From an optimization exercise on the open Yosys and OpenROAD flow, aimed at small area, a short achievable clock period and few clock cycles per item; shortcuts taken in it are not production practice. At most, simulation tests tie the RTL to the original design; equivalence was not proved. Power figures rest on the tool's default switching activity, not on a simulated workload.

// sparcPipe
module sparcPipe (
    input  wire logic                Clk,
    input  wire logic                rstN,
    input  wire logic                instValid,
    input  wire sparcPkg::instWord_t instIn,
    input  wire sparcPkg::dataWord_t operandA,
    input  wire sparcPkg::dataWord_t operandB,
    input  wire logic                resCredit,
    output logic                     instCredit,
    output logic                     resValid,
    output sparcPkg::result_t        resOut
);
clock: 5.5 ns
lec_check: 0
abc_area: 1
cap_margin: 20
core_margin: 2
core_utilization: 45
setup_slack_margin: 2.7
slew_margin: 20
tns_end_percent: 5
standard.sh (not shown) runs the stock make flow with config.mk's settings and CLKGATE_MAP_FILE= SYNTH_SCRIPT=/design/flow/synth_recipe.tcl, a recipe that flattens the netlist after the stock synthesis.
==> flow/flow/run.sh <==
#!/bin/bash
# The standard layout (standard.sh) with two changes:
#  - synthesis skips Yosys's extract_fa step and maps the logic with ABC script
#    flow/abc_map.script (through flow/synth_abc.tcl, which wraps synth_recipe.tcl; the
#    registers are mapped before ABC, as in the standard flow);
#  - the port buffers are buf_2 cells instead of the default choice. Every port is still
#    buffered.
# The make output goes to standard_flow.log; each ORFS step keeps its own log under orfs/logs/.
set -euo pipefail
export FLOW_WORK_DIR="$PWD"
export FLOW_ABC_SCRIPT="$PWD/flow/abc_map.script"
export BUFFER_PORTS_ARGS="-buffer_cell sky130_fd_sc_hd__buf_2"
sed "s#SYNTH_SCRIPT=[^ ]*#SYNTH_SCRIPT=$PWD/flow/synth_abc.tcl#" standard.sh > flow_standard.sh
grep -q "SYNTH_SCRIPT=$PWD/flow/synth_abc.tcl" flow_standard.sh
bash flow_standard.sh > standard_flow.log 2>&1
==> flow/flow/abc_map.script <==
strash
&get -n
&st
&syn2
&dch -f
&nf -p -R 0
&put
buffer -c
topo
stime -c
upsize -c
dnsize -c
==> flow/flow/synth_abc.tcl <==
# The standard flow's synthesis script (synth_recipe.tcl, read from the work folder) with two changes:
#  - Yosys's extract_fa step is skipped, so no half- or full-adder cells are extracted and ABC
#    maps all the logic itself;
#  - ABC maps the logic with flow/abc_map.script instead of ORFS's abc_speed or abc_area script.
# Flip-flops are mapped before ABC runs, so the registers are those of the standard synthesis.
proc extract_fa {args} {
  puts "extract_fa skipped by flow/synth_abc.tcl"
}
proc abc {args} {
  set i [lsearch -exact $args -script]
  if {$i >= 0} {
    lset args [expr {$i + 1}] $::env(FLOW_ABC_SCRIPT)
  }
  yosys abc {*}$args
}
source $::env(FLOW_WORK_DIR)/synth_recipe.tcl
The starting point finished clean.
Testbench counts at the start, summed over its fixed seeds: cycles 3,216, items 3,200.
Change:
--- a/flow/config.mk
+++ b/flow/config.mk
@@ -11,3 +11,3 @@
 export CORE_UTILIZATION = 45
-export SETUP_SLACK_MARGIN = 2.7
+export SETUP_SLACK_MARGIN = 2.45
 export SLEW_MARGIN = 20
After rerunning: Maximum frequency came out lower by 9.2%; register-to-register slack gets worse by 0.29 ns; first-iteration DRC count came out higher by 7.4%; worst setup slack gets worse by 0.29 ns; area after synthesis is unchanged; routed wire length came out lower by about 3.3%; flip-flop and latch count is unchanged; via count came out lower by 1.6%; sequential power stays flat; clock-buffer cell count came out higher by 3.
Change:
--- a/flow/config.mk
+++ b/flow/config.mk
@@ -11,3 +11,3 @@
 export CORE_UTILIZATION = 45
-export SETUP_SLACK_MARGIN = 2.45
+export SETUP_SLACK_MARGIN = 2.6
 export SLEW_MARGIN = 20
What happened: The changed run passed the timing, DRC and antenna checks. Global-route usage hardly moves. Fmax climbs by a little under a tenth. Clock skew stays flat. First-iteration DRC count drops by a few percent. Sequential power is about the same. Area after synthesis stays the same. Power climbs slightly. Die area does not change.
Change:
==> flow/flow/run.sh (replaced) <==
#!/bin/bash
# The standard layout (standard.sh), with the port buffers made buf_2 cells instead of the
# default choice. Every port is still buffered. The make output goes to standard_flow.log;
# each ORFS step keeps its own log under orfs/logs/.
set -euo pipefail
export BUFFER_PORTS_ARGS="-buffer_cell sky130_fd_sc_hd__buf_2"
bash standard.sh > standard_flow.log 2>&1
--- a/flow/config.mk
+++ b/flow/config.mk
@@ -13,2 +13 @@
 export SLEW_MARGIN = 20
-export TNS_END_PERCENT = 5
removed: flow/flow/abc_map.script
removed: flow/flow/synth_abc.tcl
Result:
- sequential power drops by about 3%
- design area climbs by 8.7%
- wire length climbs by 28%
- worst setup slack gets better by 0.080 ns
- critical path depth climbs by 7
Change:
==> flow/flow/run.sh (replaced) <==
#!/bin/bash
# The standard layout (standard.sh) with two changes:
#  - synthesis skips Yosys's extract_fa step and maps the logic with ABC script
#    flow/abc_map.script (through flow/synth_abc.tcl, which wraps synth_recipe.tcl; the
#    registers are mapped before ABC, as in the standard flow);
#  - the port buffers are buf_1 cells instead of the default choice. Every port is still
#    buffered.
# The make output goes to standard_flow.log; each ORFS step keeps its own log under orfs/logs/.
set -euo pipefail
export FLOW_WORK_DIR="$PWD"
export FLOW_ABC_SCRIPT="$PWD/flow/abc_map.script"
export BUFFER_PORTS_ARGS="-buffer_cell sky130_fd_sc_hd__buf_1"
sed "s#SYNTH_SCRIPT=[^ ]*#SYNTH_SCRIPT=$PWD/flow/synth_abc.tcl#" standard.sh > flow_standard.sh
grep -q "SYNTH_SCRIPT=$PWD/flow/synth_abc.tcl" flow_standard.sh
bash flow_standard.sh > standard_flow.log 2>&1
==> flow/flow/abc_map.script (new file) <==
strash
&get -n
&st
&syn2
&dch -f
&nf -p -R 0
&put
buffer -c
topo
stime -c
upsize -c
dnsize -c
==> flow/flow/synth_abc.tcl (new file) <==
# The standard flow's synthesis script (synth_recipe.tcl, read from the work folder) with two changes:
#  - Yosys's extract_fa step is skipped, so no half- or full-adder cells are extracted and ABC
#    maps all the logic itself;
#  - ABC maps the logic with flow/abc_map.script instead of ORFS's abc_speed or abc_area script.
# Flip-flops are mapped before ABC runs, so the registers are those of the standard synthesis.
proc extract_fa {args} {
  puts "extract_fa skipped by flow/synth_abc.tcl"
}
proc abc {args} {
  set i [lsearch -exact $args -script]
  if {$i >= 0} {
    lset args [expr {$i + 1}] $::env(FLOW_ABC_SCRIPT)
  }
  yosys abc {*}$args
}
source $::env(FLOW_WORK_DIR)/synth_recipe.tcl
--- a/flow/config.mk
+++ b/flow/config.mk
@@ -11,3 +11,4 @@
 export CORE_UTILIZATION = 45
-export SETUP_SLACK_MARGIN = 2.6
+export SETUP_SLACK_MARGIN = 2.7
 export SLEW_MARGIN = 20
+export TNS_END_PERCENT = 5
The changed run ran to the end with no violations.
Power drops by a few percent.
Routed wire length drops by about a fifth.
Clock power stays flat.
Synthesized area drops by roughly a tenth.
Clock-buffer cell count climbs by 3.
Final area drops by a few percent.
Sequential power climbs by a few percent.
Register-to-register slack gets worse by 0.06 ns.
First-iteration DRC count drops by a quarter to a third.
Core utilization climbs by 1.8 points.
Combinational power drops by about a fifth.
Change:
==> flow/flow/run.sh (replaced) <==
#!/bin/bash
# The standard layout (standard.sh), with the port buffers made buf_1 cells instead of the
# default choice. Every port is still buffered. The make output goes to standard_flow.log;
# each ORFS step keeps its own log under orfs/logs/.
set -euo pipefail
export BUFFER_PORTS_ARGS="-buffer_cell sky130_fd_sc_hd__buf_1"
bash standard.sh > standard_flow.log 2>&1
--- a/flow/config.mk
+++ b/flow/config.mk
@@ -11,3 +11,3 @@
 export CORE_UTILIZATION = 45
-export SETUP_SLACK_MARGIN = 2.7
+export SETUP_SLACK_MARGIN = 2.6
 export SLEW_MARGIN = 20
removed: flow/flow/abc_map.script
removed: flow/flow/synth_abc.tcl
Effect: Clock skew rises by 0.0091 ns. Worst setup slack gains 0.025 ns. Final area is higher by 6.1%. Final cell count rises by 29%.

---

## before
sparcPipe again, from the RTL that the note above started with.
==> flow/config.mk <==
export PLATFORM = sky130hd
export DESIGN_NAME = sparcPipe
export DESIGN_NICKNAME = sparcPipe
export VERILOG_FILES = /design/flow/design.v
export SDC_FILE = /design/flow/constraint.sdc
export NUM_CORES = 4
export LEC_CHECK = 0
export ABC_AREA = 1
export CAP_MARGIN = 20
export CORE_MARGIN = 2
export CORE_UTILIZATION = 45
export CTS_BUF_LIST = sky130_fd_sc_hd__clkbuf_8
export SETUP_SLACK_MARGIN = 2.7
export SLEW_MARGIN = 20
export TNS_END_PERCENT = 5
==> flow/constraint.sdc <==
create_clock -name core_clock -period 5.5 [get_ports {Clk}]
set_input_delay 1.1000 -clock core_clock [delete_from_list [all_inputs] [get_ports {Clk}]]
set_output_delay 1.1000 -clock core_clock [all_outputs]
set_load 0.01 [all_outputs]
==> flow/flow/run.sh <==
#!/bin/bash
# The standard layout (standard.sh) with two changes:
#  - synthesis skips Yosys's extract_fa step and maps the logic with ABC script
#    flow/abc_map.script (through flow/synth_abc.tcl, which wraps synth_recipe.tcl; the
#    registers are mapped before ABC, as in the standard flow);
#  - the port buffers are buf_2 cells instead of the default choice. Every port is still
#    buffered.
# The make output goes to standard_flow.log; each ORFS step keeps its own log under orfs/logs/.
set -euo pipefail
export FLOW_WORK_DIR="$PWD"
export FLOW_ABC_SCRIPT="$PWD/flow/abc_map.script"
export BUFFER_PORTS_ARGS="-buffer_cell sky130_fd_sc_hd__buf_2"
sed "s#SYNTH_SCRIPT=[^ ]*#SYNTH_SCRIPT=$PWD/flow/synth_abc.tcl#" standard.sh > flow_standard.sh
grep -q "SYNTH_SCRIPT=$PWD/flow/synth_abc.tcl" flow_standard.sh
bash flow_standard.sh > standard_flow.log 2>&1
==> flow/flow/abc_map.script <==
strash
&get -n
&st
&syn2
&dch -f
&nf -p -R 0
&put
buffer -c
topo
stime -c
upsize -c
dnsize -c
==> flow/flow/synth_abc.tcl <==
# The standard flow's synthesis script (synth_recipe.tcl, read from the work folder) with two changes:
#  - Yosys's extract_fa step is skipped, so no half- or full-adder cells are extracted and ABC
#    maps all the logic itself;
#  - ABC maps the logic with flow/abc_map.script instead of ORFS's abc_speed or abc_area script.
# Flip-flops are mapped before ABC runs, so the registers are those of the standard synthesis.
proc extract_fa {args} {
  puts "extract_fa skipped by flow/synth_abc.tcl"
}
proc abc {args} {
  set i [lsearch -exact $args -script]
  if {$i >= 0} {
    lset args [expr {$i + 1}] $::env(FLOW_ABC_SCRIPT)
  }
  yosys abc {*}$args
}
source $::env(FLOW_WORK_DIR)/synth_recipe.tcl
Testbench counts of before, summed over its fixed seeds: cycles 3,216, items 3,200.
> inputs changed (before -> after)
- swapping 2.7 for 2.6 in SETUP_SLACK_MARGIN
- clearing TNS_END_PERCENT, which used to be 5
- clearing CTS_BUF_LIST, which used to be sky130_fd_sc_hd__clkbuf_8
==> flow/run.sh (new file) <==
#!/bin/bash
# synth_recipe.tcl (not shown) runs the flow's synth.tcl, then flattens the netlist and writes it again
# the make line also repeats each setting of config.mk as NAME=value (left out here)
make -C /OpenROAD-flow-scripts/flow DESIGN_CONFIG=/design/flow/config.mk WORK_HOME=/design/flow/orfs CLKGATE_MAP_FILE= SYNTH_SCRIPT=/design/flow/synth_recipe.tcl finish
removed: flow/flow/run.sh
removed: flow/flow/abc_map.script
removed: flow/flow/synth_abc.tcl
removed: flow/standard.sh
[summary]
Count of cell instances traversed by the critical path came out higher on after than on before. after against before: internal power shows an increase of about 20%; synthesized area +about 11%; worst hold slack after final layout did not really move. Summary of the comparison: final cell count is higher in after, relative to before. Of after and before, it is after that has the higher HPWL after detailed placement. Diff before -> after: overall power consumption +22%; via count saw an increase.

---

Starting RTL as in the previous note.
// sparcPipe
module sparcPipe (
    input  wire logic                Clk,
    input  wire logic                rstN,
    input  wire logic                instValid,
    input  wire sparcPkg::instWord_t instIn,
    input  wire sparcPkg::dataWord_t operandA,
    input  wire sparcPkg::dataWord_t operandB,
    input  wire logic                resCredit,
    output logic                     instCredit,
    output logic                     resValid,
    output sparcPkg::result_t        resOut
);
==> flow/config.mk <==
export PLATFORM = sky130hd
export DESIGN_NAME = sparcPipe
export DESIGN_NICKNAME = sparcPipe
export VERILOG_FILES = /design/flow/design.v
export SDC_FILE = /design/flow/constraint.sdc
export NUM_CORES = 4
export LEC_CHECK = 0
export ABC_AREA = 1
export CAP_MARGIN = 20
export CORE_MARGIN = 2
export CORE_UTILIZATION = 45
export CTS_BUF_LIST = sky130_fd_sc_hd__clkbuf_8
export SETUP_SLACK_MARGIN = 2.8
export SLEW_MARGIN = 20
export TNS_END_PERCENT = 5
==> flow/constraint.sdc <==
create_clock -name core_clock -period 5.5 [get_ports {Clk}]
set_input_delay 1.1000 -clock core_clock [delete_from_list [all_inputs] [get_ports {Clk}]]
set_output_delay 1.1000 -clock core_clock [all_outputs]
set_load 0.01 [all_outputs]
==> flow/flow/run.sh <==
#!/bin/bash
# The standard layout (standard.sh) with two changes:
#  - synthesis skips Yosys's extract_fa step and maps the logic with ABC script
#    flow/abc_map.script (through flow/synth_abc.tcl, which wraps synth_recipe.tcl; the
#    registers are mapped before ABC, as in the standard flow);
#  - the port buffers are buf_2 cells instead of the default choice. Every port is still
#    buffered.
# The make output goes to standard_flow.log; each ORFS step keeps its own log under orfs/logs/.
set -euo pipefail
export FLOW_WORK_DIR="$PWD"
export FLOW_ABC_SCRIPT="$PWD/flow/abc_map.script"
export BUFFER_PORTS_ARGS="-buffer_cell sky130_fd_sc_hd__buf_2"
sed "s#SYNTH_SCRIPT=[^ ]*#SYNTH_SCRIPT=$PWD/flow/synth_abc.tcl#" standard.sh > flow_standard.sh
grep -q "SYNTH_SCRIPT=$PWD/flow/synth_abc.tcl" flow_standard.sh
bash flow_standard.sh > standard_flow.log 2>&1
==> flow/flow/abc_map.script <==
strash
&get -n
&st
&syn2
&dch -f
&nf -p -R 0
&put
buffer -c
topo
stime -c
upsize -c
dnsize -c
==> flow/flow/synth_abc.tcl <==
# The standard flow's synthesis script (synth_recipe.tcl, read from the work folder) with two changes:
#  - Yosys's extract_fa step is skipped, so no half- or full-adder cells are extracted and ABC
#    maps all the logic itself;
#  - ABC maps the logic with flow/abc_map.script instead of ORFS's abc_speed or abc_area script.
# Flip-flops are mapped before ABC runs, so the registers are those of the standard synthesis.
proc extract_fa {args} {
  puts "extract_fa skipped by flow/synth_abc.tcl"
}
proc abc {args} {
  set i [lsearch -exact $args -script]
  if {$i >= 0} {
    lset args [expr {$i + 1}] $::env(FLOW_ABC_SCRIPT)
  }
  yosys abc {*}$args
}
source $::env(FLOW_WORK_DIR)/synth_recipe.tcl
The baseline finished clean.
Testbench counts at the start, summed over its fixed seeds: cycles 3,216, items 3,200.
Next try:
==> flow/flow/run.sh (replaced) <==
#!/bin/bash
# The standard layout (standard.sh), with the port buffers made buf_2 cells instead of the
# default choice. Every port is still buffered. The make output goes to standard_flow.log;
# each ORFS step keeps its own log under orfs/logs/.
set -euo pipefail
export BUFFER_PORTS_ARGS="-buffer_cell sky130_fd_sc_hd__buf_2"
bash standard.sh > standard_flow.log 2>&1
Settings changed: CTS_CLUSTER_SIZE from default to 30, SETUP_SLACK_MARGIN 2.8 to 2.6.
removed: flow/flow/abc_map.script
removed: flow/flow/synth_abc.tcl
What happened: Setup slack got worse by 0.0037 ns; area after synthesis came out higher by 11%; total power rises by 6.8%; first-iteration DRC count went up by 63%; die area went up by 11%; cell area climbs by 5.5%; sequential cell count is unchanged; routed wire length rises by 24%; via count went up by 23%; worst hold slack gets better by 0.013 ns.
Next try:
Settings changed: CTS_BUF_LIST sky130_fd_sc_hd__clkbuf_8 to default, CTS_CLUSTER_SIZE 30 to default, SETUP_SLACK_MARGIN 2.6 to 2.8.
What happened:
- synthesized cell count stays the same
- worst setup slack is better by 0.11 ns
- maximum frequency went up by 4.1%
- synthesized area is unchanged
- clock power increases by 44%
- register-to-register slack gains 0.17 ns
- count of clock-buffer cells in the layout stays the same
- total power came out higher by 11%

---

Another version of the RTL of sparcPipe (not shown whole).
For scale: roughly 1700 cells after synthesis, roughly 130 flip-flops, roughly 140 I/O pins, about 12000 sq um of cells after synthesis.
Design sparcPipe, start of the top module:
module sparcPipe (
    input  wire logic                Clk,
    input  wire logic                rstN,
    input  wire logic                instValid,
    input  wire sparcPkg::instWord_t instIn,
    input  wire sparcPkg::dataWord_t operandA,
    input  wire sparcPkg::dataWord_t operandB,
    input  wire logic                resCredit,
    output logic                     instCredit,
    output logic                     resValid,
    output sparcPkg::result_t        resOut
);
    logic                 slotValid;
    logic [31:0]          a, b;
    logic                 arith, logicOp, shift, passB, invB, useCarry, setsCc;
    logic [1:0]           sel;
    logic [4:0]           memCtrl;
    logic                 resFull;
    logic                 take;
    sparcPkg::creditCnt_t creditCnt;    
    logic [2:0]           ahead;        
    logic [1:0]           owed;         
    instQueue u_queue (
        .Clk, .rstN, .instValid, .instIn, .operandA, .operandB, .take,
        .slotValid, .a, .b, .arith, .logicOp, .shift, .passB, .invB, .useCarry, .sel, .setsCc,
        .memCtrl
    );
    executeStage u_execute (
        .Clk, .rstN, .take, .deliver(resValid), .a, .b, .arith, .logicOp, .shift, .passB, .invB,
        .useCarry, .sel, .setsCc, .memCtrl, .resFull, .resOut
    );
    assign resValid   = resFull && (creditCnt != '0);
    assign take       = slotValid && (!resFull || resValid);
    assign instCredit = (owed != 2'd0) && ({1'b0, ahead} < {1'b0, creditCnt});
    always_ff @(posedge Clk or negedge rstN) begin
        if (!rstN) begin
            creditCnt <= sparcPkg::OutCredits;
            ahead     <= 3'd0;
            owed      <= 2'd0;
        end else begin
            creditCnt <= creditCnt - sparcPkg::creditCnt_t'(resValid)
                         + sparcPkg::creditCnt_t'(resCredit);
            ahead     <= ahead + 3'(instCredit) - 3'(resValid);
            owed      <= owed + 2'(instValid) - 2'(instCredit);
        end
    end
endmodule
clock: 5.5 ns
lec_check: 0
abc_area: 1
cap_margin: 20
core_margin: 2
core_utilization: 45
setup_slack_margin: 1.0
slew_margin: 20
run.sh (not shown) runs the stock make flow with config.mk's settings and CLKGATE_MAP_FILE= SYNTH_SCRIPT=/design/flow/synth_recipe.tcl, a recipe that flattens the netlist after the stock synthesis.
Stock flow here: none of the scripts above is used.
The first run passed the timing, DRC and antenna checks.
Edit:
--- a/flow/config.mk
+++ b/flow/config.mk
@@ -10,4 +10,3 @@
 export CORE_MARGIN = 2
-export CORE_UTILIZATION = 45
-export SETUP_SLACK_MARGIN = 1.0
+export CORE_UTILIZATION = 60
 export SLEW_MARGIN = 20
- synthesized area is unchanged
- die area is lower by 24%
- worst setup slack gets better by 64 ps
- hold slack stays flat
- flip-flop and latch count is unchanged
- total power came out lower by 1.2%
- design area decreases by 1.2%
- wire length shrinks by 4.5%
- clock power decreases by about 6%
- sequential share of layout area increases by 0.34 points
- register-to-register slack improved by 60 ps
No run of this note included a check of the RTL's function; only the layout flow was run.

afterwards: timing with drivers on the ports:
The results above use ideal ports. As a check the final layouts listed here were re-extracted and re-timed, cells and wires unchanged. Step 1 assumes that a clkbuf_16 drives the clock port and a buf_2 every other input. Step 2 times the ports against the registers' clock, not the clock port: input delays grow and output delays shrink by t, the midpoint of the rising clock arrivals with the driver on. a / b / c = ideal / step 1 / step 2; a / b = the first two.
run | t, ns | slack for setup (ns) | hold slack, ns | worst setup path at the end | pins driven straight from the clock port
the first run of note 1 | 0.465 | 2.670 / 2.670 / 2.278 | 0.418 / 0.418 / 0.418 | input to register | 1
the second run of note 1 | 0.462 | 2.383 / 2.383 / 2.067 | 0.417 / 0.417 / 0.417 | input to register | 1
the third run of note 1 | 0.471 | 2.624 / 2.624 / 2.175 | 0.419 / 0.419 / 0.419 | input to register | 1
the fourth run of note 1 | 0.459 | 2.704 / 2.704 / 2.286 | 0.425 / 0.425 / 0.425 | input to register | 1
the fifth run of note 1 | 0.460 | 2.644 / 2.644 / 2.248 | 0.414 / 0.414 / 0.414 | input to register | 1
the sixth run of note 1 | 0.471 | 2.669 / 2.695 / 2.224 | 0.426 / 0.426 / 0.426 | input to register | 1
before | 0.489 | 2.658 / 2.658 / 2.335 | 0.422 / 0.422 / 0.422 | input to register | 1
after | 0.474 | 2.634 / 2.634 / 2.224 | 0.422 / 0.422 / 0.422 | input to register | 1
the first run of note 3 | 0.493 | 2.635 / 2.635 / 2.196 | 0.418 / 0.418 / 0.418 | input to register | 1
the second run of note 3 | 0.485 | 2.631 / 2.631 / 2.169 | 0.431 / 0.431 / 0.431 | input to register | 1
the third run of note 3 | 0.475 | 2.743 / 2.754 / 2.278 | 0.432 / 0.432 / 0.432 | input to register | 1
the first run of note 4 | 0.484 | 1.356 / 1.356 / 1.356 | 0.427 / 0.427 / 0.427 | register to register | 1
the second run of note 4 | 0.479 | 1.420 / 1.420 / 1.420 | 0.425 / 0.425 / 0.425 | register to register | 1
After both steps setup and hold are still met in every run listed. For the third run of note 3, which loses most, drivers alone change the setup slack by +0.011 ns; drivers and shift together by -0.465 ns.
